Source: an optimization exercise on an open RTL-to-GDS flow (aim: small area, a short achievable clock period and few clock cycles). Production flows keep margins and buffers that such runs may drop. Only simulation tests tie the RTL to the original design; equivalence was not proved. Power is estimated from default activity; no workload was simulated.

<file path="constraint.sdc">
create_clock -name core_clock -period 8.0 [get_ports {clk}]
set_input_delay 1.6000 -clock core_clock [delete_from_list [all_inputs] [get_ports {clk}]]
set_output_delay 1.6000 -clock core_clock [all_outputs]
set_load 0.01 [all_outputs]
</file>
<file path="config.mk">
export PLATFORM = sky130hd
export DESIGN_NAME = square_matrix_rotate_clockwise
export DESIGN_NICKNAME = square_matrix_rotate_clockwise
export VERILOG_FILES = /design/flow/design.v
export SDC_FILE = /design/flow/constraint.sdc
export NUM_CORES = 4
export LEC_CHECK = 0
export CAP_MARGIN = 20
export CORE_MARGIN = 2
export CORE_UTILIZATION = 40
export SLEW_MARGIN = 20
</file>
<file path="run.sh">
#!/bin/bash
# synth_recipe.tcl (not shown) runs the flow's synth.tcl, then flattens the netlist and writes it again
# the make line also repeats each setting of config.mk as NAME=value (left out here)
make -C /OpenROAD-flow-scripts/flow DESIGN_CONFIG=/design/flow/config.mk WORK_HOME=/design/flow/orfs CLKGATE_MAP_FILE= SYNTH_SCRIPT=/design/flow/synth_recipe.tcl finish
</file>
<file path="design.v">
module square_matrix_rotate_clockwise #(
	parameter int MAX_N     = 8,
	parameter int ELEM_BITS = 32
) (
	input  logic                                clk,
	input  logic                                arst_n,
	input  logic                                start,
	output logic                                busy,
	input  logic [1:0]        op,
	input  logic signed [31:0] elem_in,
	output logic                                done,
	output logic signed [31:0] elem_out,
	output logic                                last_elem,
	output logic                                status,
	input  logic                                cfg_valid,
	output logic                                cfg_ready,
	input  logic                                cfg_index,
	input  logic [4:0]      cfg_data
);
	localparam int DATA_BITS  = 32;
	localparam int OP_BITS    = 2;
	localparam int SIZE_BITS  = 5;
	localparam int SIZE_RESET = 16;
	localparam logic [OP_BITS-1:0] OP_LOAD   = 2'd0;
	localparam logic [OP_BITS-1:0] OP_ROTATE = 2'd1;
	localparam logic [OP_BITS-1:0] OP_READ   = 2'd2;
	localparam logic [OP_BITS-1:0] OP_NONE   = 2'd3;
	localparam logic CFG_COLS = 1'b0;
	localparam logic CFG_ROWS = 1'b1;
	localparam int IDX_BITS = $clog2(MAX_N);
	localparam int CNT_BITS = $clog2(MAX_N + 1);
	localparam int DEPTH    = MAX_N * MAX_N;
	localparam int AW       = $clog2(DEPTH);
	localparam int TW       = AW + 1;
	localparam logic [CNT_BITS-1:0] SIZE_RST =
		CNT_BITS'((SIZE_RESET > MAX_N) ? MAX_N : SIZE_RESET);
	localparam logic [3:0] ST_IDLE   = 4'd0;
	localparam logic [3:0] ST_TOTAL  = 4'd1;
	localparam logic [3:0] ST_CLAMP  = 4'd2;
	localparam logic [3:0] ST_DIV    = 4'd3;
	localparam logic [3:0] ST_EXEC   = 4'd4;
	localparam logic [3:0] ST_READ   = 4'd5;
	localparam logic [3:0] ST_ROT    = 4'd6;
	localparam logic [3:0] ST_DRAIN0 = 4'd7;
	localparam logic [3:0] ST_DRAIN1 = 4'd8;
	function automatic logic [CNT_BITS-1:0] clamp_size(input logic [SIZE_BITS-1:0] v);
		if (v == '0) begin
			clamp_size = CNT_BITS'(1);
		end else if (32'(v) > 32'(MAX_N)) begin
			clamp_size = CNT_BITS'(MAX_N);
		end else begin
			clamp_size = CNT_BITS'(v);
		end
	endfunction
	function automatic logic [AW-1:0] addr_of(input logic [IDX_BITS-1:0] r,
		input logic [IDX_BITS-1:0] c);
		addr_of = AW'(32'(r) * MAX_N + 32'(c));
	endfunction
	logic [ELEM_BITS-1:0] store_mem [DEPTH];
	logic [ELEM_BITS-1:0] rdata_q;
	logic                 we;
	logic [AW-1:0]        waddr;
	logic [AW-1:0]        raddr;
	logic [ELEM_BITS-1:0] wdata;
	logic [3:0]          state_q;
	logic                dirty_q;
	logic [CNT_BITS-1:0] cols_q;
	logic [CNT_BITS-1:0] rows_q;
	logic [TW-1:0]       total_q;
	logic [AW-1:0]       lpos_q;
	logic [AW-1:0]       rpos_q;
	logic [IDX_BITS-1:0] lrow_q;
	logic [IDX_BITS-1:0] lcol_q;
	logic [IDX_BITS-1:0] rrow_q;
	logic [IDX_BITS-1:0] rcol_q;
	logic [AW-1:0]       lrem_q;
	logic [AW-1:0]       rrem_q;
	logic [OP_BITS-1:0]  op_q;
	logic [DATA_BITS-1:0] elem_q;
	logic [IDX_BITS-1:0] ring_q;
	logic [IDX_BITS-1:0] k_q;
	logic [1:0]          phase_q;
	logic                pend_q;
	logic [ELEM_BITS-1:0] tmp_q;
	logic [AW-1:0]       caddr_q;
	logic [AW-1:0]       daddr_q;
	logic                done_q;
	logic signed [DATA_BITS-1:0] elem_out_q;
	logic                last_q;
	logic                status_q;
	logic                 disp_go;
	logic [OP_BITS-1:0]   disp_op;
	logic [DATA_BITS-1:0] disp_elem;
	logic [ELEM_BITS-1:0] load_word;
	logic [DATA_BITS-1:0] read_word;
	logic [IDX_BITS-1:0]  cols_m1;
	logic [AW-1:0]        total_m1;
	logic                 lwrap;
	logic                 rwrap;
	logic                 lmore;
	logic                 rmore;
	logic                 load_last;
	logic                 read_last;
	logic                 square;
	logic [CNT_BITS-1:0]  half;
	logic [IDX_BITS-1:0]  hi;
	logic [IDX_BITS-1:0]  span;
	logic [AW-1:0]        a_addr;
	logic [AW-1:0]        b_addr;
	logic [AW-1:0]        c_addr;
	logic [AW-1:0]        d_addr;
	logic                 k_end;
	logic                 ring_end;
	assign busy      = (state_q != ST_IDLE);
	assign cfg_ready = (state_q == ST_IDLE);
	assign done      = done_q;
	assign elem_out  = elem_out_q;
	assign last_elem = last_q;
	assign status    = status_q;
	assign disp_go   = ((state_q == ST_IDLE) && start && !dirty_q) || (state_q == ST_EXEC);
	assign disp_op   = (state_q == ST_EXEC) ? op_q : op;
	assign disp_elem = (state_q == ST_EXEC) ? elem_q : elem_in;
	generate
		if (ELEM_BITS >= DATA_BITS) begin : g_wide
			assign load_word = ELEM_BITS'(disp_elem);
			assign read_word = DATA_BITS'(rdata_q);
		end else begin : g_narrow
			assign load_word = disp_elem[ELEM_BITS-1:0];
			assign read_word = DATA_BITS'($signed(rdata_q));
		end
	endgenerate
	assign cols_m1   = IDX_BITS'(cols_q - 1'b1);
	assign total_m1  = AW'(total_q - 1'b1);
	assign lwrap     = (TW'(lpos_q) >= total_q);
	assign rwrap     = (TW'(rpos_q) >= total_q);
	assign lmore     = (lrem_q >= AW'(cols_q));
	assign rmore     = (rrem_q >= AW'(cols_q));
	assign load_last = (lpos_q == total_m1);
	assign read_last = (rpos_q == total_m1);
	assign square    = (cols_q == rows_q);
	assign half      = cols_q >> 1;
	assign hi       = cols_m1 - ring_q;
	assign span     = cols_m1 - IDX_BITS'(ring_q << 1);
	assign a_addr   = addr_of(ring_q, hi - k_q);
	assign b_addr   = addr_of(ring_q + k_q, ring_q);
	assign c_addr   = addr_of(hi, ring_q + k_q);
	assign d_addr   = addr_of(hi - k_q, hi);
	assign k_end    = (IDX_BITS'(k_q + 1'b1) == span);
	assign ring_end = ((CNT_BITS'(ring_q) + 1'b1) == half);
	always_comb begin
		we    = 1'b0;
		waddr = addr_of(lrow_q, lcol_q);
		wdata = load_word;
		raddr = addr_of(rrow_q, rcol_q);
		priority if (state_q == ST_ROT) begin
			unique case (phase_q)
				2'd0: begin
					raddr = a_addr;
					we    = pend_q;
					waddr = caddr_q;
					wdata = rdata_q;
				end
				2'd1: begin
					raddr = b_addr;
					we    = pend_q;
					waddr = daddr_q;
					wdata = tmp_q;
				end
				2'd2: begin
					raddr = c_addr;
					we    = 1'b1;
					waddr = a_addr;
					wdata = rdata_q;
				end
				default: begin
					raddr = d_addr;
					we    = 1'b1;
					waddr = b_addr;
					wdata = rdata_q;
				end
			endcase
		end else if (state_q == ST_DRAIN0) begin
			we    = 1'b1;
			waddr = caddr_q;
			wdata = rdata_q;
		end else if (state_q == ST_DRAIN1) begin
			we    = 1'b1;
			waddr = daddr_q;
			wdata = tmp_q;
		end else if (disp_go && (disp_op == OP_LOAD)) begin
			we = 1'b1;
		end else begin
			we = 1'b0;
		end
	end
	always_ff @(posedge clk) begin
		if (we) begin
			store_mem[waddr] <= wdata;
		end
		rdata_q <= store_mem[raddr];
	end
	always_ff @(posedge clk or negedge arst_n) begin
		if (!arst_n) begin
			state_q <= ST_IDLE;
			dirty_q <= 1'b1;
			cols_q  <= SIZE_RST;
			rows_q  <= SIZE_RST;
			lpos_q  <= '0;
			lrow_q  <= '0;
			lcol_q  <= '0;
			rpos_q  <= '0;
			rrow_q  <= '0;
			rcol_q  <= '0;
			ring_q  <= '0;
			k_q     <= '0;
			phase_q <= '0;
			pend_q  <= 1'b0;
			done_q  <= 1'b0;
		end else begin
			done_q <= 1'b0;
			if (cfg_valid && cfg_ready) begin
				dirty_q <= 1'b1;
				if (cfg_index == CFG_COLS) begin
					cols_q <= clamp_size(cfg_data);
				end else begin
					rows_q <= clamp_size(cfg_data);
				end
			end
			unique case (state_q)
				ST_IDLE: begin
					if (start && dirty_q) begin
						state_q <= ST_TOTAL;
					end
				end
				ST_TOTAL: begin
					state_q <= ST_CLAMP;
				end
				ST_CLAMP: begin
					if (lwrap) begin
						lpos_q <= '0;
					end
					if (rwrap) begin
						rpos_q <= '0;
					end
					lrow_q  <= '0;
					rrow_q  <= '0;
					state_q <= ST_DIV;
				end
				ST_DIV: begin
					if (lmore) begin
						lrow_q <= lrow_q + 1'b1;
					end
					if (rmore) begin
						rrow_q <= rrow_q + 1'b1;
					end
					if (!lmore && !rmore) begin
						lcol_q  <= lrem_q[IDX_BITS-1:0];
						rcol_q  <= rrem_q[IDX_BITS-1:0];
						dirty_q <= 1'b0;
						state_q <= ST_EXEC;
					end
				end
				ST_EXEC: begin
					state_q <= ST_IDLE;
				end
				ST_READ: begin
					done_q  <= 1'b1;
					state_q <= ST_IDLE;
				end
				ST_ROT: begin
					phase_q <= phase_q + 1'b1;
					if (phase_q == 2'd3) begin
						pend_q <= 1'b1;
						if (k_end) begin
							k_q    <= '0;
							ring_q <= ring_q + 1'b1;
							if (ring_end) begin
								state_q <= ST_DRAIN0;
							end
						end else begin
							k_q <= k_q + 1'b1;
						end
					end
				end
				ST_DRAIN0: begin
					state_q <= ST_DRAIN1;
				end
				ST_DRAIN1: begin
					done_q  <= 1'b1;
					state_q <= ST_IDLE;
				end
				default: begin
					state_q <= ST_IDLE;
				end
			endcase
			if (disp_go) begin
				unique case (disp_op)
					OP_LOAD: begin
						if (load_last) begin
							lpos_q <= '0;
							lrow_q <= '0;
							lcol_q <= '0;
						end else begin
							lpos_q <= lpos_q + 1'b1;
							if (lcol_q == cols_m1) begin
								lcol_q <= '0;
								lrow_q <= lrow_q + 1'b1;
							end else begin
								lcol_q <= lcol_q + 1'b1;
							end
						end
					end
					OP_ROTATE: begin
						if (square && (half != '0)) begin
							state_q <= ST_ROT;
							ring_q  <= '0;
							k_q     <= '0;
							phase_q <= '0;
							pend_q  <= 1'b0;
						end else begin
							done_q <= 1'b1;
						end
					end
					OP_READ: begin
						state_q <= ST_READ;
						if (read_last) begin
							rpos_q <= '0;
							rrow_q <= '0;
							rcol_q <= '0;
						end else begin
							rpos_q <= rpos_q + 1'b1;
							if (rcol_q == cols_m1) begin
								rcol_q <= '0;
								rrow_q <= rrow_q + 1'b1;
							end else begin
								rcol_q <= rcol_q + 1'b1;
							end
						end
					end
					default: begin
					end
				endcase
			end
		end
	end
	always_ff @(posedge clk) begin
		if (start && !busy) begin
			op_q   <= op;
			elem_q <= elem_in;
		end
		if (state_q == ST_TOTAL) begin
			total_q <= TW'(cols_q * rows_q);
		end
		if (state_q == ST_CLAMP) begin
			lrem_q <= lwrap ? '0 : lpos_q;
			rrem_q <= rwrap ? '0 : rpos_q;
		end
		if (state_q == ST_DIV) begin
			if (lmore) begin
				lrem_q <= lrem_q - AW'(cols_q);
			end
			if (rmore) begin
				rrem_q <= rrem_q - AW'(cols_q);
			end
		end
		if ((state_q == ST_ROT) && (phase_q == 2'd1)) begin
			tmp_q <= rdata_q;
		end
		if ((state_q == ST_ROT) && (phase_q == 2'd3)) begin
			caddr_q <= c_addr;
			daddr_q <= d_addr;
		end
		if (state_q == ST_READ) begin
			elem_out_q <= read_word;
		end
		if (disp_go && (disp_op == OP_READ)) begin
			last_q   <= read_last;
			status_q <= 1'b0;
		end
		if (disp_go && (disp_op == OP_ROTATE)) begin
			elem_out_q <= '0;
			last_q     <= 1'b0;
			status_q   <= !square;
		end
	end
endmodule
</file>
==> Flow_metrics.wiki <==
{| class="wikitable"
! Metric !! Value
|-
| Highest ir drop seen on vdd || 0.321 mV
|-
| Clock latency on the worst-skew pair || 0.90 ns
|-
| Launching element type of the critical path || flip-flop
|-
| Global-route wire length before repair || 369000 um
|-
| Routed via count || between 50000 and 60000
|-
| Initial Util || 40.3%
|-
| Clock slew seen by the registers of the worst setup and hold paths || 0.06 ns
|-
| Number of global-route vias before repair || 50500
|-
| Slowest-stage cell, CP || sky130_fd_sc_hd__nor2_4
|-
| Count of input and output buffers || 80
|-
| Average routed wire per standard cell || 28.3 um
|-
| Antenna Nets Post-Route || 0
|-
| Power per unit of standard cell area || 351 nW/um2
|-
| Fraction of layout instances using a drive strength above 1 || around an eighth
|-
| Area overhead of the layout relative to synthesis || 14.4%
|-
| Site Rows || roughly 170
|-
| Clock tree from TritonCTS || yes
|-
| Die Footprint || 228000 um2
|-
| Setup TNS || 0 ns
|-
| Share of the clock period used by the worst path after layout || 77.4%
|-
| Post-route DRC violation count || 0
|-
| Critical path required time || 8.45 ns
|-
| Net total in the final layout || approximately 6100
|-
| Die height || 477 um
|-
| Min Clock Period, post-route || 6.20 ns
|-
| Outcome || timing/DRC/antenna clean
|-
| Overall die width || 477 um
|-
| Hold-critical path depth || 2
|-
| Number of optimization iterations in the first detailed-route pass || 8
|-
| Number of max-cap violations || 0
|-
| Leakage Power || ~34 nW
|-
| Clock Sinks || 2255
|-
| Worst setup skew after layout || 0.0703 ns
|-
| Synth warnings || 1
|-
| HPWL after detailed placement || ~160000 um
|-
| Most repeated library cell on the critical path || sky130_fd_sc_hd__fa_1
|-
| Worst relative slew slack || 21.3%
|-
| Max clock buf depth || 3
|-
| Crit end category || flip-flop
|-
| Main flop type after synthesis || sky130_fd_sc_hd__edfxtp_1
|-
| Via count normalized by instance count || 5.78
|-
| Global Route Usage Sum || 22.2%
|-
| Largest stage delay, worst path || 1.09 ns
|-
| Inserted Clock Buffers || ~220
|-
| Largest net degree at the start of global routing || approximately 150
|-
| Sequential cell area fraction in the yosys report || 74.5%
|-
| Biggest area contributors in the synthesized netlist || sky130_fd_sc_hd__edfxtp_1 71%, sky130_fd_sc_hd__nand2_1 4.8%, sky130_fd_sc_hd__mux2i_1 4.4%
|-
| Crit-path max FO || 32
|-
| Count of final hold-check violations || 0
|-
| Least-Margin Pin Slew || 1.18 ns
|-
| # hold bufs at CTS || 0
|-
| Post-synthesis cell area || 89600 um2
|-
| H-tree levels || 4
|-
| Total grt overflow || 0
|-
| Path category of the worst min-delay check || flip-flop to flip-flop
|-
| Count of different cell masters after synthesis || between 70 and 80
|-
| Setup repair after global routing missed its margin || no
|-
| Worst reg2reg path depth || 11
|-
| Final count of negative-setup-slack endpoints || 0
|-
| Number of primary I/O pins || 81
|-
| Placer Congestion || approximately 0.9
|-
| Post-synthesis area per instance || around 15 um2
|-
| Post-synth ARST share || 2.08%
|-
| Root Driver || sky130_fd_sc_hd__clkbuf_16
|-
| Total Routed Length || 261000 um
|-
| Critical path, cell by cell || inv_1 > ha_1 > fa_1 > fa_1 > xnor2_1 > xnor3_1 > a222oi_1 > o21ai_0 > a21oi_1 > nand2_1 > nor2_4
|-
| Number of synthesized flops with an enable pin || 2131
|-
| Achievable frequency || 161 MHz
|-
| Synth Register Bits || 2255
|-
| First-iteration detailed-routing DRC count || 6693
|-
| Setup repair bufs after CTS || 0
|-
| Synthesized instance count || ~5900
|-
| Area fraction of the dominant cell type after synthesis || a little under three quarters
|-
| Top cell type by total area after synthesis || sky130_fd_sc_hd__edfxtp_1
|-
| Setup Crit Path Kind || flip-flop to flip-flop
|-
| Arrival time at the worst endpoint || about 6.7 ns
|-
| Antenna violations before repair || 10
|-
| Total power draw || between 0.03 and 0.04 W
|-
| Number of pins exceeding their max-slew limit in the final report || 0
|-
| Minimum hold slack || 0.455 ns
|-
| Net count of the mapped netlist || between 6000 and 7000
|-
| PostCTS Resize Cnt || 0
|-
| Area of the core || about 220000 um2
|}
stage by stage:
step | instance area [um2] | cells | setup slack [ns] | utilization, %
floorplan | 89600 | 5945 | 2.59 | -
global placement | 94700 | 8757 | 1.74 | 42.5
detailed placement | 94900 | 8766 | 1.73 | 42.6
CTS | 102000 | 9179 | 1.78 | 45.8
global route | 102000 | 9205 | 1.61 | 46.1
finish | 102000 | 9207 | 1.80 | 46.1
cell families (layout without fill, tap and decap cells):
group | after synthesis | after routing | share of synthesized area, %
buf+inv | 416 | 698 | 1.96
xor+xnor | 52 | 52 | 0.566
other cells | 0 | 5 | 0
flops | 2255 | 2255 | 74.5
compound gates | 862 | 862 | 7.33
simple gates | 1744 | 1744 | 8.27
fa+ha+maj | 64 | 64 | 0.969
mux | 552 | 552 | 6.42
area by class of cell:
cell class                      instances  area, um2
Fill cell                           19300     120000
Sequential cell                      2255      66700
Multi-Input combinational cell       3274      22000
Clock buffer                          303       6060
Tap cell                             2975       3720
Timing Repair Buffer                  238       2770
Clock inverter                        110        998
Inverter                               47        176
Antenna cell                            5       12.5
routing by layer:
layer,wire length [um],track usage [%],part of all wire (%)
met1,108000,31.4,41
met2,119000,34.1,46
met3,23900,4.19,9.2
met4,9880,8.42,3.8
met5,28,0,0.011
flip-flops by register name (all words and copies together) (netlist names), 4 cells and up:
signal      flops
store_mem    2048
daddr_q         6
lrem_q          6
rows_q          4
tmp_q          32
elem_out_q     32
state_q         4
rdata_q        32
cols_q          4
total_q         7
rrem_q          6
elem_q         32
lpos_q          6
rpos_q          6
Yosys cell counts (all sizes together) (47+ instances only):
cell	n
nor2	118
mux2i	396
nand3	232
o22ai	66
a22oi	64
buf	150
nand2	1158
clkbuf	219
edfxtp	2131
o21ai	84
mux2	153
inv	47
a21oi	62
a31oi	101
dfxtp	77
a32o	64
nor3	78
ha	55
a32oi	318
layout by cell type, fill, tap and decap left out, types with 18 or more instances in the layout:
cell type	n
sky130_fd_sc_hd__edfxtp_1	2131
sky130_fd_sc_hd__mux2i_1	396
sky130_fd_sc_hd__o21ai_0	49
sky130_fd_sc_hd__and2_1	19
sky130_fd_sc_hd__a32o_1	64
sky130_fd_sc_hd__o22a_1	32
sky130_fd_sc_hd__mux2_2	153
sky130_fd_sc_hd__buf_12	37
sky130_fd_sc_hd__dfxtp_1	77
sky130_fd_sc_hd__a22oi_1	64
sky130_fd_sc_hd__o22ai_1	66
sky130_fd_sc_hd__clkdlybuf4s50_1	79
sky130_fd_sc_hd__nand4_1	40
sky130_fd_sc_hd__clkinv_1	57
sky130_fd_sc_hd__o21ai_4	33
sky130_fd_sc_hd__xor2_1	18
sky130_fd_sc_hd__clkbuf_16	226
sky130_fd_sc_hd__buf_4	105
sky130_fd_sc_hd__and3_1	37
sky130_fd_sc_hd__nor3_1	75
sky130_fd_sc_hd__xnor2_1	31
sky130_fd_sc_hd__nor2_1	44
sky130_fd_sc_hd__inv_1	47
sky130_fd_sc_hd__nand3_1	231
sky130_fd_sc_hd__a21oi_1	62
sky130_fd_sc_hd__nand2b_1	19
sky130_fd_sc_hd__clkinv_2	25
sky130_fd_sc_hd__clkbuf_1	65
sky130_fd_sc_hd__dfrtp_1	44
sky130_fd_sc_hd__nand2_1	1157
sky130_fd_sc_hd__a32oi_1	318
sky130_fd_sc_hd__ha_1	55
sky130_fd_sc_hd__a31oi_1	101
sky130_fd_sc_hd__nor2_4	70
final timing paths:
path                                             start                           to  slack [ns]
min in group asynchronous                       arst_n        rows_q[1]$_DFFE_PN0P_        0.82
setup / recovery                 cols_q[0]$_DFFE_PN0P_  store_mem[11][10]$_DFFE_PP_        1.80
max in group asynchronous                       arst_n          lpos_q[1]$_DFF_PN0_        6.73
hold reg to reg            elem_out_q[30]$_SDFFE_PP0P_  elem_out_q[30]$_SDFFE_PP0P_        0.46
setup reg to reg                 cols_q[0]$_DFFE_PN0P_  store_mem[11][10]$_DFFE_PP_        1.80
hold / removal             elem_out_q[30]$_SDFFE_PP0P_  elem_out_q[30]$_SDFFE_PP0P_        0.46
critical path, delay by kind of cell, from the launching register on:
| family | cells | cell delay, ns |
|---|---|---|
| AND/OR/NAND/NOR | 2 | 1.96 |
| flip-flops | 1 | 0.69 |
| XOR/XNOR | 2 | 0.64 |
| AO/OA/AOI/OAI | 3 | 0.97 |
| adder cells (fa/ha/maj) | 3 | 1.33 |
| buffers and inverters | 1 | 0.10 |
where the power goes:
group / total (W) / leakage (nW) / switching, W / internal, W
Sequential: 0.0143 / 20.4 / 0.000546 / 0.0137
Combinational: 0.0115 / 10.2 / 0.00800 / 0.00349
Clock: 0.0102 / 3.43 / 0.00445 / 0.00572
Testbench counts, summed over its fixed seeds: cycles 15,108.

port drivers added, routing unchanged:
How much do the figures lean on ideal ports? The routed layout below was timed once more, with nothing changed but the port constraints.
Step 1, drivers: a clkbuf_16 drives clk and a buf_2 each remaining input, both assumed.
Step 2, shift: input delay + t, output delay - t, t = (earliest + latest rising clock arrival at the registers) / 2. This alone moves slack from input paths to output paths.
Slacks: ideal ports / drivers / drivers and shift; pairs: ideal ports / drivers.
t (ns): 0.951
slack for setup (ns): 1.805 / 1.805 / 1.616
hold WS [ns]: 0.455 / 0.455 / 0.455
worst setup path after step 2: input to register
latest minus earliest clock arrival (ns): 0.071 / 0.071
After both steps this run still meets setup and hold. The setup slack of this run moves by 0.000 ns with the drivers and by -0.189 ns with both steps.
